This design comes from an exercise in tuning for small area, a short achievable clock period and few clock cycles per item on the open sky130 flow, not from production work.
In this exercise RTL edits were held to simulation tests only and were not proved equivalent to the original.
Power is estimated from default activity; no workload was simulated.

$ cat flow/design.v
`timescale 1ns / 1ps
package rdx_pkg;
  localparam int CharW    = 8;
  localparam int DataW    = 32;
  localparam int CfgIdxW  = 2;
  localparam int CfgDataW = 64;
  localparam int NDig     = 14;
  localparam logic [CharW-1:0] CharNul   = 8'h00;
  localparam logic [CharW-1:0] CharMinus = 8'h2D;
  typedef enum logic [1:0] {
    KDigit   = 2'd0,
    KMinus   = 2'd1,
    KInvalid = 2'd2
  } kind_e;
  typedef enum logic [2:0] {
    EIdle,
    EInval,
    ESign,
    EPow,
    EDig
  } emit_state_e;
  typedef enum logic [1:0] {
    CIdle,
    CConv,
    CDone
  } conv_state_e;
  localparam int NPre = 6;
  typedef enum logic [2:0] {
    PIdle,
    PLoad,
    PInit,
    PRun,
    PStop
  } pre_state_e;
endpackage
`timescale 1ns / 1ps
module rdx_front (
  input  logic                         clk_i,
  input  logic                         rst_ni,
  input  logic                         cfg_valid_i,
  input  logic [rdx_pkg::CfgIdxW-1:0]  cfg_index_i,
  input  logic [rdx_pkg::CfgDataW-1:0] cfg_data_i,
  input  logic                         scan_en_i,
  input  logic [3:0]                   sel_i,
  output logic [rdx_pkg::CharW-1:0]    char_o,
  output logic [4:0]                   radix_o,
  output logic                         pow2_o,
  output logic [2:0]                   k_o,
  output logic [3:0]                   kmask_o,
  output logic [3:0]                   hp_o,
  output logic                         odd_o,
  output logic                         tern_o,
  output logic                         known_o,
  output logic                         valid_o
);
  logic [63:0] alo_q, ahi_q;
  logic        lo_w_q, hi_w_q;
  logic [4:0]  radix_q;
  logic        pow2_q, odd_q, tern_q;
  logic [2:0]  k_q;
  logic [3:0]  kmask_q, hp_q;
  logic        pow2_d, odd_d, tern_d;
  logic [2:0]  k_d;
  logic [3:0]  kmask_d, hp_d;
  logic [4:0]  pos_q, pos_d;
  logic        fail_q, fail_d;
  logic        wr_lo, wr_hi, wr_rx;
  logic [7:0]  alpha [16];
  logic [3:0]  idx;
  logic [7:0]  c;
  logic        bad, dup;
  logic        cv_q, cv_d;
  logic [3:0]  cidx_q;
  logic [7:0]  c_q;
  logic        rin;
  logic        cv_in_q;
  logic [1:0]  ci_in_q;
  logic [63:0] cd_in_q;
  logic        rx_new_q;
  always_ff @(posedge clk_i or negedge rst_ni) begin
    if (!rst_ni) begin
      cv_in_q  <= 1'b0;
      rx_new_q <= 1'b0;
    end else begin
      cv_in_q  <= cfg_valid_i;
      rx_new_q <= wr_rx;
    end
  end
  always_ff @(posedge clk_i) begin
    ci_in_q <= cfg_index_i;
    cd_in_q <= cfg_data_i;
  end
  assign wr_lo = cv_in_q && (ci_in_q == 2'd0);
  assign wr_hi = cv_in_q && (ci_in_q == 2'd1);
  assign wr_rx = cv_in_q && (ci_in_q == 2'd2);
  always_ff @(posedge clk_i) begin
    if (wr_lo) alo_q <= cd_in_q;
    if (wr_hi) ahi_q <= cd_in_q;
  end
  always_comb begin
    pow2_d  = 1'b1;
    k_d     = 3'd4;
    kmask_d = 4'hF;
    unique case (radix_q)
      5'd2:    begin k_d = 3'd1; kmask_d = 4'h1; end
      5'd4:    begin k_d = 3'd2; kmask_d = 4'h3; end
      5'd8:    begin k_d = 3'd3; kmask_d = 4'h7; end
      5'd16:   begin k_d = 3'd4; kmask_d = 4'hF; end
      default: pow2_d = 1'b0;
    endcase
    tern_d = (radix_q == 5'd3);
    hp_d   = tern_d ? 4'd4 : radix_q[4:1];
    odd_d  = radix_q[0];
  end
  always_ff @(posedge clk_i) begin
    pow2_q  <= pow2_d;
    k_q     <= k_d;
    kmask_q <= kmask_d;
    hp_q    <= hp_d;
    odd_q   <= odd_d;
    tern_q  <= tern_d;
  end
  always_ff @(posedge clk_i or negedge rst_ni) begin
    if (!rst_ni) begin
      lo_w_q  <= 1'b0;
      hi_w_q  <= 1'b0;
      radix_q <= '0;
      pos_q   <= '0;
      fail_q  <= 1'b0;
      cv_q    <= 1'b0;
    end else begin
      if (wr_lo) lo_w_q <= 1'b1;
      if (wr_hi) hi_w_q <= 1'b1;
      if (wr_rx) radix_q <= cd_in_q[4:0];
      pos_q  <= pos_d;
      fail_q <= fail_d;
      cv_q   <= cv_d;
    end
  end
  always_comb begin
    for (int i = 0; i < 8; i++) begin
      alpha[i]     = alo_q[8*i +: 8];
      alpha[8 + i] = ahi_q[8*i +: 8];
    end
  end
  logic [3:0] nidx;
  logic       fetch;
  assign nidx  = cv_q ? (cidx_q + 4'd1) : pos_q[3:0];
  assign fetch = scan_en_i && !fail_q && !pos_q[4] && !(cv_q && cidx_q == 4'd15);
  assign idx    = scan_en_i ? nidx : sel_i;
  assign c      = alpha[idx];
  assign char_o = c;
  always_comb begin
    bad = (c_q == 8'h00) || (c_q == 8'h20) || (c_q == 8'h2B) || (c_q == 8'h2D) ||
          (c_q >= 8'd9 && c_q <= 8'd13) || (cidx_q[3] ? !hi_w_q : !lo_w_q);
    dup = 1'b0;
    for (int j = 0; j < 15; j++) begin
      if (4'(j) < cidx_q && alpha[j] == c_q) dup = 1'b1;
    end
  end
  always_comb begin
    pos_d  = pos_q;
    fail_d = fail_q;
    cv_d   = 1'b0;
    if (cv_q && !fail_q) begin
      if (bad || dup) fail_d = 1'b1;
      else            pos_d  = {1'b0, cidx_q} + 5'd1;
    end
    if (fetch && !fail_d) cv_d = 1'b1;
    if (wr_hi) begin
      if (pos_d >= 5'd8) begin
        pos_d  = 5'd8;
        fail_d = 1'b0;
      end
      cv_d = 1'b0;
    end
    if (wr_lo) begin
      pos_d  = 5'd0;
      fail_d = 1'b0;
      cv_d   = 1'b0;
    end
  end
  always_ff @(posedge clk_i) begin
    if (fetch) begin
      c_q    <= c;
      cidx_q <= nidx;
    end
  end
  assign rin     = (radix_q >= 5'd2) && (radix_q <= 5'd16);
  assign valid_o = rin && (pos_q >= radix_q);
  assign known_o = !rx_new_q && (!rin || fail_q || (pos_q >= radix_q));
  assign radix_o = radix_q;
  assign pow2_o  = pow2_q;
  assign k_o     = k_q;
  assign kmask_o = kmask_q;
  assign hp_o    = hp_q;
  assign odd_o   = odd_q;
  assign tern_o  = tern_q;
endmodule
`timescale 1ns / 1ps
module rdx_queue (
  input  logic                      clk_i,
  input  logic                      rst_ni,
  input  logic                      in_valid_i,
  output logic                      in_ready_o,
  input  logic [rdx_pkg::DataW-1:0] in_value_i,
  output logic                      out_valid_o,
  input  logic                      out_take_i,
  output logic [rdx_pkg::DataW-1:0] out_mag_o,
  output logic                      out_neg_o
);
  logic                      full_q, ok_q, neg_q;
  logic [rdx_pkg::DataW-1:0] val_q;
  logic                      accept;
  assign in_ready_o  = !full_q;
  assign accept      = in_valid_i && !full_q;
  assign out_valid_o = full_q && ok_q;
  assign out_mag_o   = val_q;
  assign out_neg_o   = neg_q;
  always_ff @(posedge clk_i or negedge rst_ni) begin
    if (!rst_ni) begin
      full_q <= 1'b0;
      ok_q   <= 1'b0;
    end else begin
      if (accept) begin
        full_q <= 1'b1;
        ok_q   <= !in_value_i[rdx_pkg::DataW-1];
      end else begin
        if (out_take_i) full_q <= 1'b0;
        if (full_q)     ok_q   <= 1'b1;
      end
    end
  end
  always_ff @(posedge clk_i) begin
    if (!full_q) begin
      val_q <= in_value_i;
      neg_q <= in_value_i[rdx_pkg::DataW-1];
    end else if (!ok_q) begin
      val_q <= rdx_pkg::DataW'(0) - val_q;
    end
  end
endmodule
`timescale 1ns / 1ps
module rdx_step #(
  parameter int N = 14
) (
  input  logic [4*N-1:0] dig_i,
  input  logic           bit_i,
  input  logic [3:0]     hp_i,
  input  logic           odd_i,
  output logic [4*N-1:0] dig_o
);
  function automatic logic [3:0] sub4(input logic [3:0] a, input logic [3:0] b,
                                      input logic bin);
    logic bw;
    bw = bin;
    for (int j = 0; j < 4; j++) begin
      sub4[j] = a[j] ^ b[j] ^ bw;
      bw      = (!a[j] && b[j]) || (!a[j] && bw) || (b[j] && bw);
    end
  endfunction
  function automatic logic gt4(input logic [3:0] a, input logic [3:0] b);
    gt4 = (a[3] && !b[3]) ||
          (a[3] == b[3] && ((a[2] && !b[2]) ||
          (a[2] == b[2] && ((a[1] && !b[1]) ||
          (a[1] == b[1] && a[0] && !b[0])))));
  endfunction
  localparam int L = $clog2(N + 1);
  logic [N:0] g, p, c;
  logic [N:0] gl [L+1];
  logic [N:0] pl [L+1];
  always_comb begin
    g[0] = bit_i;
    p[0] = 1'b0;
    for (int i = 0; i < N; i++) begin
      logic eq;
      eq     = (dig_i[4*i +: 4] == hp_i);
      g[i+1] = gt4(dig_i[4*i +: 4], hp_i) || (!odd_i && eq);
      p[i+1] = odd_i && eq;
    end
  end
  always_comb begin
    gl[0] = g;
    pl[0] = p;
    for (int l = 0; l < L; l++) begin
      for (int i = 0; i <= N; i++) begin
        if (i >= (1 << l)) begin
          gl[l+1][i] = gl[l][i] | (pl[l][i] & gl[l][i - (1 << l)]);
          pl[l+1][i] = pl[l][i] & pl[l][i - (1 << l)];
        end else begin
          gl[l+1][i] = gl[l][i];
          pl[l+1][i] = pl[l][i];
        end
      end
    end
    c = gl[L];
  end
  always_comb begin
    for (int i = 0; i < N; i++) begin
      logic       co;
      logic [3:0] d, x0, x1;
      d  = dig_i[4*i +: 4];
      co = c[i+1];
      x0 = sub4(d, hp_i, 1'b0);
      x1 = sub4(d, hp_i, 1'b1);
      dig_o[4*i]         = c[i] ^ (co & odd_i);
      dig_o[4*i+1 +: 3]  = co ? ((odd_i && !c[i]) ? x1[2:0] : x0[2:0]) : d[2:0];
    end
  end
endmodule
module rdx_back (
  input  logic                      clk_i,
  input  logic                      rst_ni,
  input  logic                      pow2_i,
  input  logic [2:0]                k_i,
  input  logic [3:0]                kmask_i,
  input  logic [3:0]                hp_i,
  input  logic                      odd_i,
  input  logic                      tern_i,
  input  logic                      known_i,
  input  logic                      cfg_ok_i,
  input  logic                      q_valid_i,
  output logic                      q_take_o,
  input  logic [rdx_pkg::DataW-1:0] q_mag_i,
  input  logic                      q_neg_i,
  output logic                      scan_en_o,
  output logic [3:0]                sel_o,
  input  logic [rdx_pkg::CharW-1:0] char_i,
  output logic                      out_valid_o,
  input  logic                      out_ready_i,
  output logic [rdx_pkg::CharW-1:0] out_char_o,
  output logic                      out_last_o,
  output logic                      out_inval_o
);
  localparam int N = rdx_pkg::NDig;
  localparam int K = rdx_pkg::NPre;
  rdx_pkg::emit_state_e est_q, est_d;
  rdx_pkg::conv_state_e cst_q, cst_d;
  rdx_pkg::pre_state_e  pst_q, pst_d;
  logic [31:0]  mag_q;
  logic         neg_q;
  logic [4:0]   base_q;
  logic         bit_q;
  logic [4*N-1:0] dig_q;
  logic [3:0]   edig_q [N];
  logic [N-1:0] eact_q;
  logic         eneg_q;
  logic         lo_ph_q, top_q;
  logic [4*K-1:0] pdig_q;
  logic [4:0]   pbase_q;
  logic         pbit_q, pmore_q;
  logic        e_v_q;
  logic [1:0]  e_kind_q;
  logic [3:0]  e_dig_q;
  logic        e_last_q;
  logic        o_v_q, s_v_q;
  logic [9:0]  o_d_q, s_d_q;
  logic       pow2, odd, tern, conv;
  logic [2:0] k;
  logic [3:0] kmask, hp;
  assign pow2  = pow2_i;
  assign k     = k_i;
  assign kmask = kmask_i;
  assign hp    = hp_i;
  assign odd   = odd_i;
  assign tern  = tern_i;
  assign conv  = known_i && cfg_ok_i && !pow2;
  logic [4:0] msb;
  logic       nz;
  logic [4:0] base0, pbase0;
  always_comb begin
    logic [15:0] v1;
    logic [0:0]  i1 [16];
    logic [7:0]  v2;
    logic [1:0]  i2 [8];
    logic [3:0]  v3;
    logic [2:0]  i3 [4];
    logic [1:0]  v4;
    logic [3:0]  i4 [2];
    for (int j = 0; j < 16; j++) begin
      v1[j] = q_mag_i[2*j+1] | q_mag_i[2*j];
      i1[j] = q_mag_i[2*j+1];
    end
    for (int j = 0; j < 8; j++) begin
      v2[j] = v1[2*j+1] | v1[2*j];
      i2[j] = v1[2*j+1] ? {1'b1, i1[2*j+1]} : {1'b0, i1[2*j]};
    end
    for (int j = 0; j < 4; j++) begin
      v3[j] = v2[2*j+1] | v2[2*j];
      i3[j] = v2[2*j+1] ? {1'b1, i2[2*j+1]} : {1'b0, i2[2*j]};
    end
    for (int j = 0; j < 2; j++) begin
      v4[j] = v3[2*j+1] | v3[2*j];
      i4[j] = v3[2*j+1] ? {1'b1, i3[2*j+1]} : {1'b0, i3[2*j]};
    end
    nz  = v4[1] | v4[0];
    msb = v4[1] ? {1'b1, i4[1]} : {1'b0, i4[0]};
  end
  always_comb begin
    unique case (k)
      3'd1:    base0 = msb;
      3'd2:    base0 = {msb[4:1], 1'b0};
      3'd3: begin
        unique case (msb)
          5'd0, 5'd1, 5'd2:    base0 = 5'd0;
          5'd3, 5'd4, 5'd5:    base0 = 5'd3;
          5'd6, 5'd7, 5'd8:    base0 = 5'd6;
          5'd9, 5'd10, 5'd11:  base0 = 5'd9;
          5'd12, 5'd13, 5'd14: base0 = 5'd12;
          5'd15, 5'd16, 5'd17: base0 = 5'd15;
          5'd18, 5'd19, 5'd20: base0 = 5'd18;
          5'd21, 5'd22, 5'd23: base0 = 5'd21;
          5'd24, 5'd25, 5'd26: base0 = 5'd24;
          5'd27, 5'd28, 5'd29: base0 = 5'd27;
          default:             base0 = 5'd30;
        endcase
      end
      default: base0 = {msb[4:2], 2'b00};
    endcase
  end
  assign pbase0 = (msb >= 5'd3) ? (msb - 5'd3) : 5'd0;
  logic [36:0] ext, pext;
  logic [4:0]  win, pwin;
  assign ext  = {4'b0, mag_q, 1'b0};
  assign win  = 5'(ext >> base_q);
  assign pext = {4'b0, q_mag_i, 1'b0};
  assign pwin = 5'(pext >> pbase_q);
  logic [4:0] rh;
  logic [1:0] i_d1;
  logic [3:0] i_d0;
  assign rh = {hp, odd};
  always_comb begin
    logic [5:0] x, r1, r2, r3;
    x  = {2'b0, pwin[4:1]};
    r1 = {1'b0, rh};
    r2 = {rh, 1'b0};
    r3 = {1'b0, rh} + {rh, 1'b0};
    if (x >= r3) begin
      i_d1 = 2'd3;
      i_d0 = 4'(x - r3);
    end else if (x >= r2) begin
      i_d1 = 2'd2;
      i_d0 = 4'(x - r2);
    end else if (x >= r1) begin
      i_d1 = 2'd1;
      i_d0 = 4'(x - r1);
    end else begin
      i_d1 = 2'd0;
      i_d0 = x[3:0];
    end
  end
  logic [4*K-1:0] pdig_n;
  rdx_step #(.N(K)) u_pstep (
    .dig_i (pdig_q),
    .bit_i (pbit_q),
    .hp_i  (hp),
    .odd_i (odd),
    .dig_o (pdig_n)
  );
  logic xfer, handoff, efree, pfull;
  assign pfull = |pdig_q[4*(K-1) +: 4];
  always_comb begin
    pst_d = pst_q;
    unique case (pst_q)
      rdx_pkg::PIdle: if (q_valid_i && conv) pst_d = rdx_pkg::PInit;
      rdx_pkg::PInit: pst_d = (pbase_q == 5'd0) ? rdx_pkg::PStop : rdx_pkg::PRun;
      rdx_pkg::PRun:  if (pfull || pbase_q == 5'd0) pst_d = rdx_pkg::PStop;
      default: ;
    endcase
    if (xfer) pst_d = rdx_pkg::PIdle;
  end
  always_ff @(posedge clk_i) begin
    unique case (pst_q)
      rdx_pkg::PIdle: pbase_q <= pbase0;
      rdx_pkg::PInit: begin
        pdig_q  <= '0;
        pdig_q[3:0] <= i_d0;
        pdig_q[5:4] <= i_d1;
        pbit_q  <= pwin[0];
        pbase_q <= pbase_q - 5'd1;
        pmore_q <= (pbase_q != 5'd0);
      end
      rdx_pkg::PRun: begin
        if (!pfull) begin
          pdig_q  <= pdig_n;
          pbit_q  <= pwin[0];
          pbase_q <= pbase_q - 5'd1;
          pmore_q <= (pbase_q != 5'd0);
        end
      end
      default: ;
    endcase
  end
  logic [4*N-1:0] dig_n;
  rdx_step #(.N(N)) u_step (
    .dig_i (dig_q),
    .bit_i (bit_q),
    .hp_i  (hp),
    .odd_i (odd),
    .dig_o (dig_n)
  );
  always_comb begin
    cst_d = cst_q;
    unique case (cst_q)
      rdx_pkg::CConv: if (base_q == 5'd0) cst_d = rdx_pkg::CDone;
      rdx_pkg::CDone: if (efree) cst_d = rdx_pkg::CIdle;
      default: ;
    endcase
    if (xfer && conv) cst_d = pmore_q ? rdx_pkg::CConv : rdx_pkg::CDone;
  end
  assign handoff = (cst_q == rdx_pkg::CDone) && efree;
  logic [N-1:0] act_h;
  always_comb begin
    logic [N-1:0] nzc;
    for (int i = 0; i < N; i++) nzc[i] = |dig_q[4*i +: 4];
    act_h[N-1] = nzc[N-1];
    for (int i = N - 2; i >= 0; i--) act_h[i] = act_h[i+1] | nzc[i];
    act_h[0] = 1'b1;
  end
  logic [3:0] topdig;
  always_comb begin
    topdig = '0;
    for (int i = 0; i < N; i++) begin
      if (eact_q[i] && (i == N - 1 || !eact_q[(i + 1) % N])) topdig = topdig | edig_q[i];
    end
  end
  logic [1:0] t_hi, t_lo;
  logic       emit_hi;
  always_comb begin
    t_hi = (topdig >= 4'd6) ? 2'd2 : (topdig >= 4'd3) ? 2'd1 : 2'd0;
    t_lo = 2'(topdig - 4'(t_hi) * 4'd3);
  end
  assign emit_hi = tern && !lo_ph_q && !(top_q && t_hi == 2'd0);
  logic       adv;
  logic       it_v, it_last, fin;
  logic [1:0] it_kind;
  logic [3:0] it_dig;
  assign adv = !e_v_q || !s_v_q;
  always_comb begin
    it_v    = 1'b0;
    it_kind = rdx_pkg::KDigit;
    it_dig  = '0;
    it_last = 1'b0;
    fin     = 1'b0;
    est_d   = est_q;
    unique case (est_q)
      rdx_pkg::EIdle: fin = 1'b1;
      rdx_pkg::EInval: begin
        it_v    = 1'b1;
        it_kind = rdx_pkg::KInvalid;
        it_last = 1'b1;
        fin     = 1'b1;
      end
      rdx_pkg::ESign: begin
        it_v    = 1'b1;
        it_kind = rdx_pkg::KMinus;
        est_d   = pow2 ? rdx_pkg::EPow : rdx_pkg::EDig;
      end
      rdx_pkg::EPow: begin
        it_v    = 1'b1;
        it_dig  = win[4:1] & kmask;
        it_last = (base_q == 5'd0);
        fin     = it_last;
      end
      rdx_pkg::EDig: begin
        it_v    = 1'b1;
        it_dig  = !tern ? topdig : emit_hi ? {2'b0, t_hi} : {2'b0, t_lo};
        it_last = !eact_q[1] && !emit_hi;
        fin     = it_last;
      end
      default: fin = 1'b1;
    endcase
    if (fin) est_d = rdx_pkg::EIdle;
    xfer = 1'b0;
    if (q_valid_i && known_i) begin
      if (!conv) xfer = fin && adv;
      else       xfer = (pst_q == rdx_pkg::PRun || pst_q == rdx_pkg::PStop) &&
                        (cst_q == rdx_pkg::CIdle || handoff);
    end
    if (xfer && !conv) begin
      if (!cfg_ok_i) est_d = rdx_pkg::EInval;
      else           est_d = q_neg_i ? rdx_pkg::ESign : rdx_pkg::EPow;
    end
    if (handoff) est_d = neg_q ? rdx_pkg::ESign : rdx_pkg::EDig;
  end
  assign efree    = fin && adv;
  assign q_take_o = xfer;
  always_ff @(posedge clk_i or negedge rst_ni) begin
    if (!rst_ni) begin
      est_q <= rdx_pkg::EIdle;
      cst_q <= rdx_pkg::CIdle;
      pst_q <= rdx_pkg::PIdle;
      e_v_q <= 1'b0;
    end else begin
      cst_q <= cst_d;
      pst_q <= pst_d;
      if (adv) begin
        est_q <= est_d;
        e_v_q <= it_v;
      end
    end
  end
  always_ff @(posedge clk_i) begin
    if (adv) begin
      e_kind_q <= it_kind;
      e_dig_q  <= it_dig;
      e_last_q <= it_last;
      if (handoff) begin
        for (int i = 0; i < N; i++) edig_q[i] <= dig_q[4*i +: 4];
        eact_q  <= act_h;
        eneg_q  <= neg_q;
        lo_ph_q <= 1'b0;
        top_q   <= 1'b1;
      end else if (est_q == rdx_pkg::EDig) begin
        top_q   <= 1'b0;
        lo_ph_q <= emit_hi;
        if (!emit_hi) eact_q <= eact_q >> 1;
      end
    end
  end
  always_ff @(posedge clk_i) begin
    if (xfer) begin
      mag_q  <= q_mag_i;
      neg_q  <= q_neg_i;
      base_q <= conv ? pbase_q : base0;
    end else if (est_q == rdx_pkg::EPow && adv) begin
      base_q <= base_q - 5'(k);
    end else if (cst_q == rdx_pkg::CConv) begin
      base_q <= base_q - 5'd1;
    end
    if (xfer) begin
      bit_q <= pbit_q;
      dig_q <= {{(4*(N-K)){1'b0}}, pdig_q};
    end else if (cst_q == rdx_pkg::CConv) begin
      bit_q <= win[0];
      dig_q <= dig_n;
    end
  end
  logic [9:0] up_d;
  logic       push;
  assign sel_o     = e_dig_q;
  assign scan_en_o = !(e_v_q && e_kind_q == rdx_pkg::KDigit);
  always_comb begin
    unique case (e_kind_q)
      rdx_pkg::KDigit: up_d = {char_i, e_last_q, 1'b0};
      rdx_pkg::KMinus: up_d = {rdx_pkg::CharMinus, 1'b0, 1'b0};
      default:         up_d = {rdx_pkg::CharNul, 1'b1, 1'b1};
    endcase
  end
  assign push = e_v_q && !s_v_q;
  always_ff @(posedge clk_i or negedge rst_ni) begin
    if (!rst_ni) begin
      o_v_q <= 1'b0;
      s_v_q <= 1'b0;
    end else begin
      if (!o_v_q || out_ready_i) begin
        if (s_v_q)     begin o_v_q <= 1'b1; s_v_q <= 1'b0; end
        else if (push) o_v_q <= 1'b1;
        else           o_v_q <= 1'b0;
      end else if (push) begin
        s_v_q <= 1'b1;
      end
    end
  end
  always_ff @(posedge clk_i) begin
    if (!o_v_q || out_ready_i) o_d_q <= s_v_q ? s_d_q : up_d;
    if (!s_v_q)                s_d_q <= up_d;
  end
  assign out_valid_o = o_v_q;
  assign out_char_o  = o_d_q[9:2];
  assign out_last_o  = o_d_q[1];
  assign out_inval_o = o_d_q[0];
endmodule
`timescale 1ns / 1ps
module radix_digit_emitter_unit (
  input  logic                         clk_i,
  input  logic                         rst_ni,
  input  logic                         cfg_valid_i,
  output logic                         cfg_ready_o,
  input  logic [rdx_pkg::CfgIdxW-1:0]  cfg_index_i,
  input  logic [rdx_pkg::CfgDataW-1:0] cfg_data_i,
  input  logic                         s_axis_tvalid,
  output logic                         s_axis_tready,
  input  logic [31:0]                  s_axis_tdata,    
  output logic                         m_axis_tvalid,
  input  logic                         m_axis_tready,
  output logic [7:0]                   m_axis_tdata,    
  output logic                         m_axis_tlast,
  output logic                         m_axis_tuser     
);
  logic        pow2, odd, tern;
  logic [2:0]  k;
  logic [3:0]  kmask, hp;
  logic        known, cfg_ok;
  logic        scan_en;
  logic [3:0]  sel;
  logic [7:0]  char;
  logic        q_valid, q_take, q_neg;
  logic [31:0] q_mag;
  assign cfg_ready_o = 1'b1;
  rdx_front u_front (
    .clk_i       (clk_i),
    .rst_ni      (rst_ni),
    .cfg_valid_i (cfg_valid_i),
    .cfg_index_i (cfg_index_i),
    .cfg_data_i  (cfg_data_i),
    .scan_en_i   (scan_en),
    .sel_i       (sel),
    .char_o      (char),
    .radix_o     (),
    .pow2_o      (pow2),
    .k_o         (k),
    .kmask_o     (kmask),
    .hp_o        (hp),
    .odd_o       (odd),
    .tern_o      (tern),
    .known_o     (known),
    .valid_o     (cfg_ok)
  );
  rdx_queue u_queue (
    .clk_i       (clk_i),
    .rst_ni      (rst_ni),
    .in_valid_i  (s_axis_tvalid),
    .in_ready_o  (s_axis_tready),
    .in_value_i  (s_axis_tdata),
    .out_valid_o (q_valid),
    .out_take_i  (q_take),
    .out_mag_o   (q_mag),
    .out_neg_o   (q_neg)
  );
  rdx_back u_back (
    .clk_i       (clk_i),
    .rst_ni      (rst_ni),
    .pow2_i      (pow2),
    .k_i         (k),
    .kmask_i     (kmask),
    .hp_i        (hp),
    .odd_i       (odd),
    .tern_i      (tern),
    .known_i     (known),
    .cfg_ok_i    (cfg_ok),
    .q_valid_i   (q_valid),
    .q_take_o    (q_take),
    .q_mag_i     (q_mag),
    .q_neg_i     (q_neg),
    .scan_en_o   (scan_en),
    .sel_o       (sel),
    .char_i      (char),
    .out_valid_o (m_axis_tvalid),
    .out_ready_i (m_axis_tready),
    .out_char_o  (m_axis_tdata),
    .out_last_o  (m_axis_tlast),
    .out_inval_o (m_axis_tuser)
  );
endmodule
$ cat flow/flow/run.sh
#!/bin/bash
# Layout: the standard flow, unchanged, with a tighter target for the
# resizer's setup repair. With SETUP_SLACK_MARGIN=8.5 repair_timing keeps
# working until the paths have 8.5 ns of slack at the design's 12 ns clock,
# i.e. until they fit in about 3.5 ns. The clock, constraints and every other
# step are the standard ones; the layout is signed off at 12 ns as usual.
cp standard.sh standard.sh.log 2>/dev/null
export SETUP_SLACK_MARGIN=8.5
bash standard.sh > standard.log 2>&1
$ cat flow/standard.sh
#!/bin/bash
# synth_recipe.tcl (not shown) runs the flow's synth.tcl, then flattens the netlist and writes it again
# the make line also repeats each setting of config.mk as NAME=value (left out here)
make -C /OpenROAD-flow-scripts/flow DESIGN_CONFIG=/design/flow/config.mk WORK_HOME=/design/flow/orfs CLKGATE_MAP_FILE= SYNTH_SCRIPT=/design/flow/synth_recipe.tcl "${@:-finish}"
$ cat flow/config.mk
export PLATFORM = sky130hd
export DESIGN_NAME = radix_digit_emitter_unit
export DESIGN_NICKNAME = radix_digit_emitter_unit
export VERILOG_FILES = /design/flow/design.v
export SDC_FILE = /design/flow/constraint.sdc
export NUM_CORES = 4
export LEC_CHECK = 0
export CAP_MARGIN = 20
export CORE_MARGIN = 2
export CORE_UTILIZATION = 40
export SLEW_MARGIN = 20
$ cat flow/constraint.sdc
create_clock -name core_clock -period 12.0 [get_ports {clk_i}]
set_input_delay 2.4000 -clock core_clock [delete_from_list [all_inputs] [get_ports {clk_i}]]
set_output_delay 2.4000 -clock core_clock [all_outputs]
set_load 0.01 [all_outputs]
==> impl_metrics.toml, run 1 <==
[outcome]
outcome = "complete, no violations"

[timing]
drv_slew = 0
max_freq_ghz = 0.268
final.period_utilization_pct = 31.1
finClkSkew_ns = 0.0504
hold_viol = 0
rsz0062_at_grt = "true"
setup_tns_ns = 0
finalSetupViolations = 0
max_slew_margin_pct = 37.4
worst_slack_ns = 8.27
period_needed_ns = 3.73
worst_pin_slew_ns = 0.937

[final_layout]
layout_common_cells = "356 x edfxtp_1, 204 x nand2_1, 175 x nor2_1, 175 x buf_4, 141 x a21oi_1"
layout.cells.non_filler = 3914
n_antenna_cell = 0
nets = 3178
area_growth_pct = 23.0
finalInstanceArea_um2 = 35700
final_common_cell = "edfxtp_1"
fillerInstances = 6411
drive_gt1_share_pct = 20.6

[routing]
vias = 22800
top_layer_used = "met4"
avgRoutedWirePerCell_um = 22.9
drt-met1-wl_mm = 39.0
wl_met2_mm = 42.0
drt-vias-per-instance = 5.81
wl_mm = 89.5
drt_iter0_drc = 2404
first_pass_iters = 6
drcViolationCount = 0
antenna_left = 0
wl_met3_mm = 5.78

[worst_hold_path]
min_to = "u_front.alo_q[26]"
hold_start = "u_front.cd_in_q[26]"
min_path_cells = 0
min_path_type = "register to register"

[global_routing]
grt-ovfl-total = 0
grt_max_degree = 83
antenna_found_initial = 0
grt_pass1_wl_mm = 133
grt_pass1_vias = 22200
track_usage_pct = 23.0

[worst_setup_path]
endpoint_kind = "primary output"
start_kind = "register"
cp.required_ns = 9.60
worst-setup-path-type = "register to primary output"
rr_worst_depth = 14
startpoint = "u_queue.full_q"
crit_fanout = 2
arrival_ns = 1.33
r2r-end = "u_back.pdig_q[0]"
rrSetupSlack_ns = 8.30
timing.rr.start = "u_queue.val_q[12]"

[synthesis]
synth_top_area_cell = "edfxtp_1"
synth.distinct_cells = 101
syn_area_um2 = 29000
ys.flop_type = "edfxtp_1"
async_flop_share_pct = 5.74
syn_nets = 2916
synth-seq-cells = 505
yosys_warnings = 15
synth_area_leaders = "edfxtp_1 37%, dfxtp_1 8.3%, ha_1 6.6%, mux4_2 4.4%, xnor2_1 3.9%"
synth_edf_count = 356
synth_top_area_share_pct = 36.9
syn_avg_cell_area_um2 = 10.9
syn_inst = 2654
seq_area_frac_synth_pct = 47.7

[floorplanning]
die_x_um = 273
dieArea_um2 = 74700
core_region_area_um2 = 71600
rows = 98
start_util_pct = 40.5
ios = 116
die_y_um = 273

[power]
clkPwrFrac_pct = 15.7
power_switching_mw = 4.64
p_leak_nw = 13.2
peakVddDrop_v = 0.000178
internal_power_mw = 6.30
p_comb_share_pct = 54.3
seq_power_share_pct = 29.9
swShare_pct = 42.4
power_density_nw_per_um2 = 307

[clock_network]
clock_sinks = 505
cts_buffers = 56
clk_path_buf_depth = 3
cts_root_buffer = "clkbuf_16"
htreeDepth = 2
cts_tree = "built"
worstSkewPairLatency_ns = 0.66
path_clk_slew_ns = 0.07

[place]
place_ws_ns = 7.13
place_inst = 3626
placed_area_um2 = 31100
place_hpwl_mm = 59.4
port_buffers = 114
place.gp.congestion = 0.947

[run]
max_cap_viol_count = 0
-- cell families (layout without fill, tap and decap cells) --
kind of cell	count (synthesis)	after routing	share of synthesized area, %
other	1	1	0.0129
xor gates and xnor gates	231	231	6.98
buffers and inverters	260	570	3.69
AOI/OAI and AO/OA	600	600	13.9
muxes	154	154	7.99
adders and majority gates	159	159	6.99
and+or+nand+nor	744	744	12.8
DFF	505	505	47.7
-- timing repair --
action,CTS,global route
gates cloned,8,3
setup buffers,99,72
hold buffers,0,0
setup endpoints to repair,258,223
resized for setup,182,92
pin swaps,30,39
hold endpoints to repair,0,0
-- state kept, by name, indices dropped and copies added (netlist names), 5 cells and up --
name / cells
u_back.base_q: 5
u_back.dig_q: 56
u_back.eact_q: 14
u_back.edig_q: 56
u_back.mag_q: 32
u_back.o_d_q: 10
u_back.pbase_q: 5
u_back.pdig_q: 24
u_back.s_d_q: 10
u_front.ahi_q: 64
u_front.alo_q: 64
u_front.c_q: 8
u_front.cd_in_q: 64
u_front.pos_q: 5
u_front.radix_q: 5
u_queue.val_q: 32
-- worst max-delay path, stage by stage, from the launching register on --
cell and delay, ns:
dfrtp_2 0.42, buf_12 0.13, clkinvlp_4 0.07, buf_6 0.10
-- per-stage QoR --
step | power (mW) | util [%] | hold slack (ns)
2_1_floorplan | 6.69 | - | 0.404
3_3_place_gp | 7.98 | 43.4 | 0.411
3_5_place_dp | 8.07 | 43.4 | 0.413
4_1_cts | 10.5 | 48.2 | 0.424
5_1_grt | 11.6 | 49.8 | 0.439
6_report | 10.9 | 49.8 | 0.422
-- final cells by class --
type,count,area [µm²],area share [%]
repair inverters,1,7.51,0.0210
flip-flops and latches,505,13800,38.8
clock inverters,39,393,1.10
well taps,950,1190,3.33
multi-input cells,1889,15100,42.3
repair buffers,326,3110,8.70
clock buffers,67,1470,4.13
inverters,137,572,1.60
-- layer usage --
| layer | track usage (%) | vias to the layer above |
|---|---|---|
| met3 | 3.30 | 170 |
| met4 | 7.19 | 0 |
| li1 | - | 10400 |
| met5 | 0 | - |
| met2 | 37.3 | 909 |
| met1 | 31.6 | 11300 |
-- power by group through the flow --
| stage | clock (mW) | combinational [mW] | sequential, mW |
|---|---|---|---|
| 2_1_floorplan | 0 | 3.73 | 2.96 |
| 3_3_place_gp | 0 | 4.59 | 3.39 |
| 3_5_place_dp | 0 | 4.67 | 3.40 |
| 4_1_cts | 1.75 | 5.50 | 3.27 |
| 5_1_grt | 1.82 | 6.43 | 3.33 |
| 6_report | 1.72 | 5.94 | 3.28 |
-- cell usage after synthesis (30+ instances only) --
library cell	n
a31oi_1	31
ha_1	154
edfxtp_1	356
xor2_1	102
nor3_1	50
nor2_1	191
xnor2_1	129
mux2_2	47
buf_2	38
o21ai_0	104
mux4_2	57
nand2_1	205
a21oi_1	156
nand3_1	55
dfxtp_1	120
nor2b_1	30
clkbuf_1	64
inv_1	129
mux2i_1	48
nand4_1	38
nor4_1	43
-- worst max-delay path by stage --
stage / slack, ns / to / depth (start not counted)
after floorplan: 8.25 / u_back.dig_q[51] / 14
after global placement: 7.22 / u_back.dig_q[16] / 14
final: 8.27 / s_axis_tready / 3
after CTS: 8.23 / s_axis_tready / 3
after detailed placement: 7.13 / u_back.dig_q[48] / 15
after global routing: 8.17 / u_back.pdig_q[0] / 16
Testbench counts, summed over its fixed seeds: cycles 31,790, items 2,304.
==> inputs of run 2 (changes only) <==
--- a/flow/config.mk
+++ b/flow/config.mk
@@ -7,5 +7,7 @@
 export LEC_CHECK = 0
 export CAP_MARGIN = 20
 export CORE_MARGIN = 2
-export CORE_UTILIZATION = 40
+export CORE_UTILIZATION = 50
+export CTS_CLUSTER_DIAMETER = 60
+export CTS_CLUSTER_SIZE = 30
 export SLEW_MARGIN = 20
==> run 2 against run 1 <==
First-iteration DRC count is 3.6% lower. Largest power group unchanged. Still clean. Cell count is 4.9% lower. Routed wire length is 1.1% higher. Clock power is 9% lower. Clock-buffer cell count is 19 lower.
==> impl_metrics.toml, run 2 <==
[outcome]
outcome = "complete, no violations"

[routing]
first_pass_iters = 5
avgRoutedWirePerCell_um = 24.3
drcViolationCount = 0
antenna_left = 0
drt-vias-per-instance = 6.15
drt_iter0_drc = 2317
vias = 22900
wl_mm = 90.5

[synthesis]
synth_top_area_share_pct = 36.9
synth_common_cells = "356 x edfxtp_1, 205 x nand2_1, 191 x nor2_1"
syn_nets = 2916
synth_top_area_cell = "edfxtp_1"
syn_inst = 2654
synth_edf_count = 356
syn_area_um2 = 29000
yosys_warnings = 15
syn_avg_cell_area_um2 = 10.9
synth-seq-cells = 505
synth_area_leaders = "edfxtp_1 37%, dfxtp_1 8.3%, ha_1 6.6%, mux4_2 4.4%, xnor2_1 3.9%"
async_flop_share_pct = 5.74
seq_area_frac_synth_pct = 47.7
ys.flop_type = "edfxtp_1"
synth.most_common_cell = "edfxtp_1"
synth.distinct_cells = 101

[power]
power_switching_mw = 4.78
internal_power_mw = 6.22
peakVddDrop_v = 0.000286
power_density_nw_per_um2 = 307
clkPwrFrac_pct = 14.2
finalPower_mw = 11.0
swShare_pct = 43.5
seq_power_share_pct = 30.0
p_leak_nw = 13.3
p_comb_share_pct = 55.7

[timing]
rsz0062_at_grt = "true"
drv_slew = 0
max_slew_margin_pct = 36.4
final.period_utilization_pct = 31.5
period_needed_ns = 3.78
worst_slack_ns = 8.22
max_freq_ghz = 0.265
setup_tns_ns = 0
holdWs_ns = 0.436
hold_viol = 0
finClkSkew_ns = 0.0223
worst_pin_slew_ns = 0.951
finalSetupViolations = 0

[floorplanning]
rows = 88
ios = 116
die_x_um = 245
dieArea_um2 = 59900
core_region_area_um2 = 57500
start_util_pct = 50.5
die_y_um = 245

[worst_setup_path]
endpoint_kind = "register"
rrSetupSlack_ns = 8.22
arrival_ns = 4.21
crit_family = "multiplexers"
cp_slowest_stage_delay_ns = 0.55
worst-setup-path-type = "register to register"
cp.buffers_inverters = 2
slowest_stage = "mux4_2"
cp.required_ns = 12.44
start_kind = "register"
path_cells = "buf_12 -> mux4_2 -> mux4_2 -> mux2i_4 -> ha_4 -> inv_4 -> fa_2 -> a21o_1 -> a21o_1 -> a21oi_2 -> nor3_4 -> a21oi_2 -> mux2i_1 -> nand2_1 -> o21ai_2"
crit_fanout = 8

[global_routing]
grt-ovfl-total = 0
grt_pass1_vias = 22100
grt_pass1_wl_mm = 134
grt_max_degree = 66
track_usage_pct = 29.2
antenna_found_initial = 2

[clock_network]
htreeDepth = 2
worstSkewPairLatency_ns = 0.60
cts_tree = "built"
clock_sinks = 505
clk_path_buf_depth = 3
cts_root_buffer = "clkbuf_16"
cts_buffers = 43
path_clk_slew_ns = 0.09

[final_layout]
nets = 3184
fillerInstances = 4650
layout_common_cells = "356 x edfxtp_1, 203 x nand2_1, 177 x buf_4"
n_antenna_cell = 0
area_growth_pct = 23.5
drive_gt1_share_pct = 22.3
reg_top3 = "u_front.ahi_q (64), u_front.alo_q (64), u_front.cd_in_q (64)"
final_common_cell = "edfxtp_1"

[place]
place_ws_ns = 6.56
place.gp.congestion = 0.942
place_hpwl_mm = 59.4
port_buffers = 114

[worst_hold_path]
min_path_type = "register to register"

[run]
max_cap_viol_count = 0
run 2: cell count changes in the layout (fill, tap and decap cells not counted), moves of 7 or more:
cell       before  now
clkbuf_1        8    1
clkinv_1        8    0
buf_6          10   17
clkbuf_16      58   50
buf_12         13   22
run 2: final timing paths:
path / to / startpoint / cells past startpoint
max in group asynchronous: u_front.radix_q[1] / rst_ni / 1
min reg2reg: u_front.ahi_q[52] / u_front.cd_in_q[52] / 0
min: u_front.ahi_q[52] / u_front.cd_in_q[52] / 0
max: u_back.pdig_q[0] / u_back.pbase_q[0] / 15
max reg2reg: u_back.pdig_q[0] / u_back.pbase_q[0] / 15
min in group asynchronous: u_back.pst_q[2] / rst_ni / 1
run 2: routing by layer:
metal | vias to the layer above | track usage (%) | routed length, µm
met4 | 4 | 8.30 | 2440
met5 | - | 0 | 16
met1 | 11300 | 42.9 | 40400
met2 | 993 | 45.0 | 40800
met3 | 171 | 4.25 | 6880
li1 | 10400 | - | -
run 2: kinds of logic after synthesis:
family,count (synthesis),share of synthesized area (%)
and+or+nand+nor,744,12.8
AOI/OAI and AO/OA,600,13.9
DFF,505,47.7
buffers and inverters,260,3.69
xor gates and xnor gates,231,6.98
adders and majority gates,159,6.99
muxes,154,7.99
other,1,0.0129
run 2: area by class of cell:
class                      instances  area [µm²]  share of cell area, %
inverter                         137         567                   1.58
clock inverter                    32         464                   1.30
tap                              765         957                   2.67
timing repair inverter             2        18.8                 0.0524
sequential                       505       13800                   38.6
clock buffer                      48        1160                   3.23
multi-input combinational       1889       15400                   42.9
timing repair buffer             344        3440                   9.60
run 2: what timing repair did:
action,4_1_cts,5_1_grt
cloned,8,6
gates resized for setup,193,141
pin swaps,35,60
endpoints found under the setup margin,275,226
hold buffers,0,0
buffers inserted,87,103
run 2: power by group through the flow:
stage               Combinational (mW)  Sequential, mW  Clock [mW]
floorplan                         3.73            2.96           0
CTS                               5.39            3.31        1.60
global placement                  4.59            3.41           0
global route                      6.60            3.36        1.66
detailed placement                4.65            3.42           0
finish                            6.13            3.30        1.57
run 2: per-stage QoR:
step / instance area [µm²] / std cells / util (%)
2_1_floorplan: 29100 / 2654 / -
5_1_grt: 35800 / 3722 / 62.3
3_3_place_gp: 30800 / 3438 / 53.7
4_1_cts: 34100 / 3613 / 59.2
6_report: 35800 / 3722 / 62.3
3_5_place_dp: 30800 / 3438 / 53.7
==> inputs of run 3 (changes only) <==
--- a/flow/design.v
+++ b/flow/design.v
@@ -348,6 +348,7 @@
   logic         lo_ph_q, top_q;
   logic [4*K-1:0] pdig_q;
   logic [4:0]   pbase_q;
+  logic [3:0]   px_q;
   logic         pbit_q, pmore_q;
   logic        e_v_q;
   logic [1:0]  e_kind_q;
@@ -431,7 +432,7 @@
   assign rh = {hp, odd};
   always_comb begin
     logic [5:0] x, r1, r2, r3;
-    x  = {2'b0, pwin[4:1]};
+    x  = {2'b0, px_q};
     r1 = {1'b0, rh};
     r2 = {rh, 1'b0};
     r3 = {1'b0, rh} + {rh, 1'b0};
@@ -462,8 +463,9 @@
   always_comb begin
     pst_d = pst_q;
     unique case (pst_q)
-      rdx_pkg::PIdle: if (q_valid_i && conv) pst_d = rdx_pkg::PInit;
-      rdx_pkg::PInit: pst_d = (pbase_q == 5'd0) ? rdx_pkg::PStop : rdx_pkg::PRun;
+      rdx_pkg::PIdle: if (q_valid_i && conv) pst_d = rdx_pkg::PLoad;
+      rdx_pkg::PLoad: pst_d = rdx_pkg::PInit;
+      rdx_pkg::PInit: pst_d = pmore_q ? rdx_pkg::PRun : rdx_pkg::PStop;
       rdx_pkg::PRun:  if (pfull || pbase_q == 5'd0) pst_d = rdx_pkg::PStop;
       default: ;
     endcase
@@ -472,13 +474,16 @@
   always_ff @(posedge clk_i) begin
     unique case (pst_q)
       rdx_pkg::PIdle: pbase_q <= pbase0;
+      rdx_pkg::PLoad: begin
+        px_q    <= pwin[4:1];
+        pbit_q  <= pwin[0];
+        pbase_q <= pbase_q - 5'd1;
+        pmore_q <= (pbase_q != 5'd0);
+      end
       rdx_pkg::PInit: begin
         pdig_q  <= '0;
         pdig_q[3:0] <= i_d0;
         pdig_q[5:4] <= i_d1;
-        pbit_q  <= pwin[0];
-        pbase_q <= pbase_q - 5'd1;
-        pmore_q <= (pbase_q != 5'd0);
       end
       rdx_pkg::PRun: begin
         if (!pfull) begin
==> flow/flow/run.sh (replaced) <==
#!/bin/bash
# Layout: the standard flow (standard.sh), unchanged in its steps, with
# two settings passed to it:
#  - SETUP_SLACK_MARGIN=9: the resizer's setup repair keeps working until the
#    paths have 9 ns of slack at the design's 12 ns clock (about 3 ns), so the
#    layout is timed for speed although it is signed off at 12 ns as usual.
#  - BUFFER_PORTS_ARGS: every input and output port still gets its own
#    buffer, as in the standard flow, but a buf_2 instead of the delay cell
#    the flow picks by default.
# The clock, constraints, floorplan, power grid and all other steps are the
# standard ones. All tool output goes to standard.log and the ORFS logs.
cp standard.sh standard.sh.log 2>/dev/null
export SETUP_SLACK_MARGIN=9
export BUFFER_PORTS_ARGS="-buffer_cell sky130_fd_sc_hd__buf_2"
bash standard.sh > standard.log 2>&1
--- a/flow/config.mk
+++ b/flow/config.mk
@@ -5,9 +5,8 @@
 export SDC_FILE = /design/flow/constraint.sdc
 export NUM_CORES = 4
 export LEC_CHECK = 0
+export ABC_AREA = 1
 export CAP_MARGIN = 20
 export CORE_MARGIN = 2
-export CORE_UTILIZATION = 50
-export CTS_CLUSTER_DIAMETER = 60
-export CTS_CLUSTER_SIZE = 30
+export CORE_UTILIZATION = 40
 export SLEW_MARGIN = 20
==> run 3 against run 2 <==
Still clean. Sequential power barely moved. Critical path depth fell by 11. Area after synthesis rose by 4.8%. Routed wire length rose by 8.3%. Non-clock buffer count rose by 10. Combinational power rose by about 10%. Clock skew rose by 0.016 ns. Die area rose by 30%. Synthesized cell count rose by 41%. Setup slack got worse by 0.016 ns. Design area rose by 6.1%. Largest power group unchanged.
==> impl_metrics.toml, run 3 <==
[floorplanning]
die_x_um = 280
rows = 101
dieArea_um2 = 78200
start_util_pct = 40.2
core_region_area_um2 = 75600
die_y_um = 280
ios = 116

[final_layout]
n_antenna_cell = 0
area_growth_pct = 25.0
finalInstanceArea_um2 = 38000
fillerInstances = 7067
final_common_cell = "nand2_1"
reg_top3 = "u_front.ahi_q (64), u_front.alo_q (64), u_front.cd_in_q (64)"
nets = 4323
drive_gt1_share_pct = 22.0
layout_common_cells = "906 x nand2_1, 415 x inv_1, 360 x edfxtp_1"
seqCellArea_um2 = 14000
multiInputGateArea_um2 = 16000

[worst_setup_path]
path_cells = "buf_12 -> clkinv_8 -> buf_12 -> buf_6"
crit_top_cell = "buf_12"
crit_family = "flip-flops"
cp_slowest_stage_delay_ns = 0.39
endpoint_kind = "primary output"
worst-setup-path-type = "register to primary output"
crit_fanout = 2
slowest_stage = "dfrtp_2"
cp.required_ns = 9.60
start_kind = "register"
cp.buffers_inverters = 4
arrival_ns = 1.39

[global_routing]
grt_pass1_wl_mm = 144
grt_max_degree = 68
track_usage_pct = 23.4
grt-ovfl-total = 0
grt_pass1_vias = 25300
antenna_found_initial = 2

[clock_network]
path_clk_slew_ns = 0.06
holdBufCountCts = 0
cts_buffers = 56
cts_tree = "built"
cts_root_buffer = "clkbuf_16"
clk_path_buf_depth = 3
worstSkewPairLatency_ns = 0.65
htreeDepth = 2
clock_sinks = 509

[synthesis]
synth_edf_count = 360
yosys_warnings = 15
synth_area_leaders = "edfxtp_1 36%, nand2_1 12%, dfxtp_1 7.9%, ha_1 6.3%, inv_1 5.6%"
seq_area_frac_synth_pct = 45.9
synth_top_area_share_pct = 35.6
synth-seq-cells = 509
syn_inst = 3744
synth_common_cells = "998 x nand2_1, 453 x inv_1, 360 x edfxtp_1"
syn_avg_cell_area_um2 = 8.12
ys.flop_type = "edfxtp_1"
syn_area_um2 = 30400
syn_nets = 4006
async_flop_share_pct = 5.70
synth_top_area_cell = "edfxtp_1"
synth.distinct_cells = 66
synth.most_common_cell = "nand2_1"

[timing]
setup_tns_ns = 0
max_slew_margin_pct = 36.0
hold_viol = 0
finClkSkew_ns = 0.0387
worst_pin_slew_ns = 0.960
period_needed_ns = 3.79
rsz0062_at_grt = "true"
max_freq_ghz = 0.264
final.period_utilization_pct = 31.6
drv_slew = 0
worst_slack_ns = 8.21
finalSetupViolations = 0

[place]
place.gp.congestion = 0.942
place_hpwl_mm = 63.5
port_buffers = 114
placed_area_um2 = 31900
place_ws_ns = 7.21

[routing]
antenna_left = 0
first_pass_iters = 7
vias = 27600
drt-vias-per-instance = 5.42
avgRoutedWirePerCell_um = 19.3
wl_mm = 98.0
drcViolationCount = 0
drt_iter0_drc = 2515

[outcome]
outcome = "complete, no violations"

[power]
power_density_nw_per_um2 = 312
p_leak_nw = 16.6
finalPower_mw = 11.8
peakVddDrop_v = 0.000161

[run]
max_cap_viol_count = 0

[worst_hold_path]
min_path_type = "register to register"
[run 3: worst reg2reg max path: cells and delay by family (launching register included)]
family                     cells  cell delay (ns)
AOI/OAI and AO/OA              1             0.16
adders and majority gates      1             0.22
buffers and inverters          6             1.07
DFF                            1             0.42
and+or+nand+nor               15             1.32
[run 3: cell type report]
type,instances,area share [%]
multi-input cells,2654,42.1
flip-flops and latches,509,36.7
repair buffers,354,7.69
inverters,484,5.09
clock buffers,71,4.13
well taps,978,3.22
clock inverters,35,0.949
repair inverters,2,0.0428
[run 3: metrics by stage]
stage	hold WS [ns]	cells	util, %
detailed placement	0.388	4763	42.3
CTS	0.417	4934	46.4
floorplan	0.404	3744	-
finish	0.422	5087	50.3
global placement	0.406	4763	42.3
global route	0.437	5087	50.3
[run 3: cell families after synthesis]
kind of cell	Yosys count	synth area share, %
flip-flops	509	45.9
AND/OR/NAND/NOR	1762	24.9
XOR/XNOR	108	3.11
adder cells (fa/ha/maj)	159	6.67
multiplexers	9	0.301
other	1	0.0123
buffers and inverters	584	7.60
AO/OA/AOI/OAI	612	11.6
[run 3: routing by layer]
metal  track usage [%]  up-vias  part of all wire, %
met5                 0        -                0.010
met3              3.54      213                  6.9
met1              31.7    13000                   43
li1                  -    13200                    -
met2              38.6     1098                   47
met4              7.06        2                  3.3
[run 3: path summary, 6_finish.rpt]
kind | from | end | slack (ns) | depth (start not counted)
setup / recovery | u_queue.full_q | s_axis_tready | 8.21 | 4
max in group asynchronous | rst_ni | u_queue.full_q | 9.57 | 1
hold / removal | u_front.cd_in_q[38] | u_front.ahi_q[38] | 0.42 | 0
hold reg to reg | u_front.cd_in_q[38] | u_front.ahi_q[38] | 0.42 | 0
min in group asynchronous | rst_ni | u_back.est_q[2] | 1.87 | 1
setup reg to reg | u_front.hp_q[1] | u_back.dig_q[50] | 8.70 | 23
[run 3: timing repair]
| action | 4_1_cts | 5_1_grt |
|---|---|---|
| endpoints found under the hold margin | 0 | 0 |
| setup endpoints to repair | 279 | 245 |
| resized for setup | 140 | 445 |
| pin swaps | 19 | 182 |
| gates cloned | 8 | 5 |
| buffers inserted | 57 | 148 |
[run 3: power breakdown]
group / leakage (nW) / internal [mW] / switching (mW) / total [mW]
combinational: 10.9 / 2.50 / 4.26 / 6.75
sequential: 4.77 / 2.77 / 0.531 / 3.30
clock: 0.922 / 1.02 / 0.763 / 1.79
Testbench counts of run 3, summed over its fixed seeds: cycles 32,215, items 2,304.
==> inputs of run 4 (changes only) <==
==> flow/flow/run.sh (replaced) <==
#!/bin/bash
# Layout: the standard flow (standard.sh), unchanged in its steps, with
# two settings passed to it:
#  - SETUP_SLACK_MARGIN=9.3: the resizer's setup repair keeps working until the
#    paths have 9.3 ns of slack at the design's 12 ns clock (about 2.7 ns), so the
#    layout is timed for speed although it is signed off at 12 ns as usual.
#  - BUFFER_PORTS_ARGS: every input and output port still gets its own
#    buffer, as in the standard flow, but a buf_2 instead of the delay cell
#    the flow picks by default.
# The clock, constraints, floorplan, power grid and all other steps are the
# standard ones. All tool output goes to standard.log and the ORFS logs.
cp standard.sh standard.sh.log 2>/dev/null
export SETUP_SLACK_MARGIN=9.3
export BUFFER_PORTS_ARGS="-buffer_cell sky130_fd_sc_hd__buf_2"
bash standard.sh > standard.log 2>&1
==> run 4 against run 3 <==
Still clean on timing, DRC and antenna. Non-clock buffer count grew 159. Fmax decreased by 0.64%. Critical path depth did not move. Critical path type unchanged. Critical endpoint unchanged. Largest power group unchanged.
==> impl_metrics.toml, run 4 <==
[power]
p_comb_share_pct = 61.9
power_switching_mw = 6.28
internal_power_mw = 7.23
p_leak_nw = 18.1
seq_power_share_pct = 24.4
swShare_pct = 46.5
finalPower_mw = 13.5
power_density_nw_per_um2 = 324
peakVddDrop_v = 0.000156
clkPwrFrac_pct = 13.7

[clock_network]
htreeDepth = 2
clock_sinks = 509
worstSkewPairLatency_ns = 0.65
cts_buffers = 56
path_clk_slew_ns = 0.06
holdBufCountCts = 0
cts_tree = "built"
cts_root_buffer = "clkbuf_16"
clk_path_buf_depth = 3

[timing]
period_needed_ns = 3.82
rsz0062_at_grt = "true"
max_freq_ghz = 0.262
finalSetupViolations = 0
worst_pin_slew_ns = 1.01
finClkSkew_ns = 0.0371
final.period_utilization_pct = 31.8
max_slew_margin_pct = 32.8
hold_viol = 0
holdWs_ns = 0.418
setup_tns_ns = 0
worst_slack_ns = 8.18
drv_slew = 0

[worst_setup_path]
r2r-end = "u_back.dig_q[19]"
crit_fanout = 2
cp.required_ns = 9.60
endpoint_kind = "primary output"
arrival_ns = 1.42
worst-setup-path-type = "register to primary output"
rr_worst_depth = 20
startpoint = "u_queue.full_q"
timing.rr.start = "u_front.hp_q[0]"
critPathCapture = "s_axis_tready"
rrSetupSlack_ns = 8.77
start_kind = "register"

[place]
place_hpwl_mm = 64.3
place_inst = 4761
place_ws_ns = 7.77
place.gp.congestion = 0.988
placed_area_um2 = 32500
port_buffers = 114

[final_layout]
fillerInstances = 6566
final_util_pct = 55.1
drive_gt1_share_pct = 31.1
layout.cells.non_filler = 5257
area_growth_pct = 37.1
layout_common_cells = "819 x nand2_1, 386 x inv_1, 360 x edfxtp_1"
nets = 4492
final_common_cell = "nand2_1"
finalInstanceArea_um2 = 41700
reg_top3 = "u_front.ahi_q (64), u_front.alo_q (64), u_front.cd_in_q (64)"

[global_routing]
grt_max_degree = 64
grt-ovfl-total = 0
grt_pass1_wl_mm = 153
antenna_found_initial = 1
grt_pass1_vias = 26900
track_usage_pct = 25.0

[floorplanning]
rows = 101
dieArea_um2 = 78200
start_util_pct = 40.2
die_x_um = 280
core_region_area_um2 = 75600
die_y_um = 280
ios = 116

[synthesis]
syn_inst = 3744
synth-seq-cells = 509
async_flop_share_pct = 5.70
yosys_warnings = 15
synth_top_area_cell = "edfxtp_1"
synth_top_area_share_pct = 35.6
synth.most_common_cell = "nand2_1"
syn_area_um2 = 30400
syn_avg_cell_area_um2 = 8.12
synth_area_leaders = "edfxtp_1 36%, nand2_1 12%, dfxtp_1 7.9%, ha_1 6.3%, inv_1 5.6%"
seq_area_frac_synth_pct = 45.9
synth_common_cells = "998 x nand2_1, 453 x inv_1, 360 x edfxtp_1"
ys.flop_type = "edfxtp_1"
syn_nets = 4006
synth_edf_count = 360
synth.distinct_cells = 66

[routing]
vias = 29100
first_pass_iters = 5
drcViolationCount = 0
wl_mm = 107
avgRoutedWirePerCell_um = 20.4
drt_iter0_drc = 2733
drt-vias-per-instance = 5.53
antenna_left = 0

[worst_hold_path]
min_path_cells = 0
min_path_type = "register to register"
hold_start = "u_front.cd_in_q[56]"

[run]
max_cap_viol_count = 0

[outcome]
outcome = "complete, no violations"
==> run 4: cell counts after synthesis <==
No cell type changed its count.
==> run 4: area by class of cell <==
class	count	area, µm²	share of cell area (%)
repair inverters	7	66.3	0.159
inverters	484	2020	4.86
well taps	978	1220	2.94
clock buffers	61	1430	3.43
multi-input cells	2659	17700	42.4
diodes	1	2.50	0.00601
flip-flops and latches	509	14000	33.5
clock inverters	45	548	1.32
repair buffers	513	4730	11.4
==> run 4: critical path, stage by stage, from the launching register on <==
cell	delay, ns
dfrtp_2	0.39
buf_12	0.14
clkinv_8	0.05
buf_12	0.11
buf_6	0.11
==> run 4: cells by family after synthesis <==
kind of cell             Yosys count  share of synthesized area (%)
flip-flops                       509                           45.9
AO/OA/AOI/OAI                    612                           11.6
buffers and inverters            584                           7.60
multiplexers                       9                          0.301
XOR/XNOR                         108                           3.11
AND/OR/NAND/NOR                 1762                           24.9
other                              1                         0.0123
adder cells (fa/ha/maj)          159                           6.67
==> run 4: power by group through the flow <==
stage,Combinational (mW),Clock [mW],Sequential (mW)
6_report,8.36,1.85,3.30
5_1_grt,9.00,1.95,3.35
4_1_cts,6.69,1.88,3.26
3_5_place_dp,5.07,0,3.38
3_3_place_gp,5.05,0,3.38
2_1_floorplan,3.89,0,3.10
==> run 4: what timing repair did <==
action	4_1_cts	5_1_grt
setup endpoints to repair	364	319
resized for setup	466	490
cloned	21	16
pin swaps	158	277
buffers inserted	214	138
==> run 4: worst min path at each step <==
stage                         to  slack (ns)
2_1_floorplan  u_front.ahi_q[10]        0.40
3_3_place_gp   u_front.ahi_q[55]        0.41
3_5_place_dp   u_front.alo_q[58]        0.41
4_1_cts        u_front.alo_q[56]        0.42
5_1_grt        u_front.alo_q[56]        0.43
6_report       u_front.alo_q[56]        0.42
==> run 4: per-layer routing <==
layer,share of wire (%),GRT usage (%)
met5,0,0
met4,4.5,8.56
met3,8.2,3.96
met2,46,41.0
met1,41,33.6
==> inputs of run 5 (changes only) <==
--- a/flow/design.v
+++ b/flow/design.v
@@ -210,24 +210,31 @@
   output logic                      out_neg_o
 );
   logic                      full_q, ok_q, neg_q;
+  logic                      rdy_q;
   logic [rdx_pkg::DataW-1:0] val_q;
   logic                      accept;
-  assign in_ready_o  = !full_q;
-  assign accept      = in_valid_i && !full_q;
+  assign in_ready_o  = rdy_q;
+  assign accept      = in_valid_i && rdy_q;
   assign out_valid_o = full_q && ok_q;
   assign out_mag_o   = val_q;
   assign out_neg_o   = neg_q;
   always_ff @(posedge clk_i or negedge rst_ni) begin
     if (!rst_ni) begin
       full_q <= 1'b0;
+      rdy_q  <= 1'b0;
       ok_q   <= 1'b0;
     end else begin
+      rdy_q <= !full_q;
       if (accept) begin
         full_q <= 1'b1;
+        rdy_q  <= 1'b0;
         ok_q   <= !in_value_i[rdx_pkg::DataW-1];
       end else begin
-        if (out_take_i) full_q <= 1'b0;
-        if (full_q)     ok_q   <= 1'b1;
+        if (out_take_i) begin
+          full_q <= 1'b0;
+          rdy_q  <= 1'b1;
+        end
+        if (full_q) ok_q <= 1'b1;
       end
     end
   end
@@ -355,6 +362,7 @@
   logic [3:0]  e_dig_q;
   logic        e_last_q;
   logic        o_v_q, s_v_q;
+  logic        o_e_q;
   logic [9:0]  o_d_q, s_d_q;
   logic       pow2, odd, tern, conv;
   logic [2:0] k;
@@ -656,19 +664,20 @@
   always_ff @(posedge clk_i or negedge rst_ni) begin
     if (!rst_ni) begin
       o_v_q <= 1'b0;
+      o_e_q <= 1'b1;
       s_v_q <= 1'b0;
     end else begin
-      if (!o_v_q || out_ready_i) begin
-        if (s_v_q)     begin o_v_q <= 1'b1; s_v_q <= 1'b0; end
-        else if (push) o_v_q <= 1'b1;
-        else           o_v_q <= 1'b0;
+      if (o_e_q || out_ready_i) begin
+        if (s_v_q)     begin o_v_q <= 1'b1; o_e_q <= 1'b0; s_v_q <= 1'b0; end
+        else if (push) begin o_v_q <= 1'b1; o_e_q <= 1'b0; end
+        else           begin o_v_q <= 1'b0; o_e_q <= 1'b1; end
       end else if (push) begin
         s_v_q <= 1'b1;
       end
     end
   end
   always_ff @(posedge clk_i) begin
-    if (!o_v_q || out_ready_i) o_d_q <= s_v_q ? s_d_q : up_d;
+    if (o_e_q || out_ready_i) o_d_q <= s_v_q ? s_d_q : up_d;
     if (!s_v_q)                s_d_q <= up_d;
   end
   assign out_valid_o = o_v_q;
==> flow/flow/run.sh (replaced) <==
#!/bin/bash
# Layout: the standard flow (standard.sh), unchanged in its steps, with
# two settings passed to it:
#  - SETUP_SLACK_MARGIN=8.6: the resizer's setup repair keeps working until the
#    paths have 8.6 ns of slack at the design's 12 ns clock (about 3.4 ns), so the
#    layout is timed for speed although it is signed off at 12 ns as usual.
#  - BUFFER_PORTS_ARGS: every input and output port still gets its own
#    buffer, as in the standard flow, but a buf_2 instead of the delay cell
#    the flow picks by default.
# The clock, constraints, floorplan, power grid and all other steps are the
# standard ones. All tool output goes to standard.log and the ORFS logs.
cp standard.sh standard.sh.log 2>/dev/null
export SETUP_SLACK_MARGIN=8.6
export BUFFER_PORTS_ARGS="-buffer_cell sky130_fd_sc_hd__buf_2"
bash standard.sh > standard.log 2>&1
==> run 5 against run 4 <==
Core utilization down 9.1 points. Largest cell class unchanged. Sequential cell count rose by 2. Still clean on timing, DRC and antenna. Setup slack improved by 0.29 ns. Design area fell by 16%. Sequential power increased by 2%. Critical path type unchanged. Global-route usage down 2.9 points. Routed wire length shrank 17%. Hold slack got worse by 0.019 ns. Largest power group unchanged. Register-to-register slack better by 0.02 ns. Synthesized cell count up 0.32%. First-iteration DRC count fell by 13%. Highest routed layer unchanged.
==> impl_metrics.toml, run 5 <==
[run]
max_cap_viol_count = 0

[routing]
drcViolationCount = 0
first_pass_iters = 6
wl_mm = 89.0
drt-vias-per-instance = 5.28
drt_iter0_drc = 2391
antenna_left = 0
vias = 26100
avgRoutedWirePerCell_um = 18.0

[timing]
rsz0062_at_grt = "true"
setup_tns_ns = 0
worst_pin_slew_ns = 0.965
max_freq_ghz = 0.283
finalSetupViolations = 0
max_slew_margin_pct = 35.6
final.period_utilization_pct = 29.4
finClkSkew_ns = 0.0229
hold_viol = 0
holdWs_ns = 0.399
period_needed_ns = 3.53
drv_slew = 0

[floorplanning]
start_util_pct = 40.4
die_x_um = 281
dieArea_um2 = 78700
rows = 101
ios = 116
core_region_area_um2 = 75800
die_y_um = 281

[synthesis]
seq_area_frac_synth_pct = 45.7
synth_area_leaders = "edfxtp_1 35%, nand2_1 12%, dfxtp_1 7.9%, ha_1 6.3%, inv_1 5.7%"
synth_edf_count = 360
syn_area_um2 = 30600
syn_avg_cell_area_um2 = 8.15
synth_top_area_share_pct = 35.3
ys.flop_type = "edfxtp_1"
yosys_warnings = 15
syn_inst = 3756
synth.distinct_cells = 65
synth_common_cells = "985 x nand2_1, 462 x inv_1, 360 x edfxtp_1"
synth_top_area_cell = "edfxtp_1"
syn_nets = 4018
async_flop_share_pct = 6.07
synth-seq-cells = 511
synth.most_common_cell = "nand2_1"

[worst_setup_path]
crit_fanout = 2
start_kind = "register"
endpoint_kind = "primary output"
cp.buffers_inverters = 1
crit_family = "flip-flops"
path_cells = "buf_2"
slowest_stage = "dfrtp_1"
arrival_ns = 1.13
worst-setup-path-type = "register to primary output"
cp.required_ns = 9.60
cp_slowest_stage_delay_ns = 0.38

[clock_network]
cts_buffers = 56
clk_path_buf_depth = 3
cts_root_buffer = "clkbuf_16"
cts_tree = "built"
htreeDepth = 2
clock_sinks = 511
path_clk_slew_ns = 0.06
worstSkewPairLatency_ns = 0.62

[place]
place.gp.congestion = 0.942
place_hpwl_mm = 62.8
port_buffers = 114

[global_routing]
grt_pass1_vias = 24600
grt-ovfl-total = 0
antenna_found_initial = 0
grt_pass1_wl_mm = 137
grt_max_degree = 68
track_usage_pct = 22.1

[final_layout]
nets = 4183
final_common_cell = "nand2_1"
reg_top3 = "u_front.ahi_q (64), u_front.alo_q (64), u_front.cd_in_q (64)"
drive_gt1_share_pct = 11.9
area_growth_pct = 14.2
n_antenna_cell = 0
layout_common_cells = "978 x nand2_1, 456 x inv_1, 360 x edfxtp_1"

[power]
power_density_nw_per_um2 = 306
peakVddDrop_v = 0.000142
p_leak_nw = 15.4

[outcome]
outcome = "complete, no violations"

[worst_hold_path]
min_path_type = "register to register"
[run 5: area by class of cell]
class / count / area, µm²
multi-input combinational: 2648 / 14500
fill: 7472 / 40900
clock inverter: 27 / 359
sequential: 511 / 14000
clock buffer: 76 / 1580
inverter: 498 / 1890
tap: 978 / 1220
timing repair buffer: 206 / 1430
[run 5: where the power goes]
| group | switching [mW] | internal (mW) |
|---|---|---|
| Sequential | 0.588 | 2.79 |
| Combinational | 3.64 | 1.85 |
| Clock | 0.731 | 1.09 |
| Total | 4.96 | 5.73 |
[run 5: worst register-to-register path: stages (launching register included)]
cell        delay, ns
dfxtp_2          0.38
clkinvlp_4       0.11
buf_6            0.19
ha_1             0.37
nand2_1          0.15
nor2_4           0.07
a21oi_2          0.17
nand2_1          0.10
nand2_1          0.13
nand2_1          0.09
nand2_1          0.09
nand4_1          0.30
nor2_2           0.26
nand2_1          0.07
a21oi_1          0.18
nand2_1          0.07
nand2_1          0.05
o21ai_0          0.08
nand2_1          0.07
nand2_1          0.04
[run 5: logic make-up after synthesis]
group	Yosys count	share of synthesized area, %
buffers and inverters	599	7.75
AO/OA/AOI/OAI	606	11.5
flip-flops	511	45.7
multiplexers	7	0.229
other	1	0.0123
AND/OR/NAND/NOR	1760	24.9
adder cells (fa/ha/maj)	159	6.62
XOR/XNOR	113	3.23
[run 5: metrics by stage]
| stage | instances | worst slack, ns | total power, mW | cell area, µm² | utilization, % |
|---|---|---|---|---|---|
| global placement | 4769 | 7.62 | 8.40 | 32100 | 42.3 |
| global route | 4944 | 8.40 | 11.5 | 34900 | 46.1 |
| finish | 4944 | 8.47 | 10.7 | 34900 | 46.1 |
| detailed placement | 4769 | 7.58 | 8.42 | 32100 | 42.3 |
| CTS | 4882 | 8.42 | 10.4 | 34300 | 45.2 |
| floorplan | 3756 | 8.63 | 6.94 | 30600 | - |
[run 5: path summary, 6_finish.rpt]
path                                    start  cells past startpoint  slack [ns]                to
max                             u_queue.rdy_q                      1        8.47     s_axis_tready
min                        u_front.radix_q[4]                      0        0.40   u_front.hp_q[3]
max reg2reg                   u_front.hp_q[2]                     19        8.79  u_back.dig_q[19]
min reg2reg                u_front.radix_q[4]                      0        0.40   u_front.hp_q[3]
max in group asynchronous              rst_ni                      1        9.50      u_back.o_v_q
min in group asynchronous              rst_ni                      1        1.91    u_queue.full_q
[run 5: per-layer routing]
metal  up-vias  global-route usage, %  part of all wire (%)
li1      12900                      -                     -
met1     12200                   30.6                    46
met2       786                   36.5                    46
met3       138                   2.50                   5.7
met4         0                   6.09                   2.4
met5         -                      0                     0
[run 5: repair_timing]
item | 4_1_cts | 5_1_grt
hold endpoints to repair | 0 | 0
resized for setup | 29 | 46
endpoints found under the setup margin | 218 | 154
hold buffers | 0 | 0
cloned | 3 | 2
setup buffers | 7 | 60
pin swaps | 3 | 10
Testbench counts of run 5, summed over its fixed seeds: cycles 32,215, items 2,304.

## what the ideal ports hide
The results above use ideal ports. As a check the final layouts listed here were re-extracted and re-timed, cells and wires unchanged.
Step 1: set_driving_cell puts a clkbuf_16 on clk_i and a buf_2 on each other input, an assumption about the parent block.
Step 2 also shifts input and output timing later by t, the mid clock arrival at the registers, as if the neighbouring blocks saw the same clock.
Slacks: ideal ports / drivers / drivers and shift; pairs: ideal ports / drivers.
run | t, ns | setup slack, ns
run 1 | 0.691 | 8.270 / 8.212 / 8.279
run 2 | 0.655 | 8.223 / 8.211 / 8.223
run 3 | 0.687 | 8.208 / 8.147 / 8.704
run 4 | 0.695 | 8.183 / 8.116 / 8.766
run 5 | 0.667 | 8.469 / 8.405 / 8.781
After both steps setup and hold are still met in every run listed.
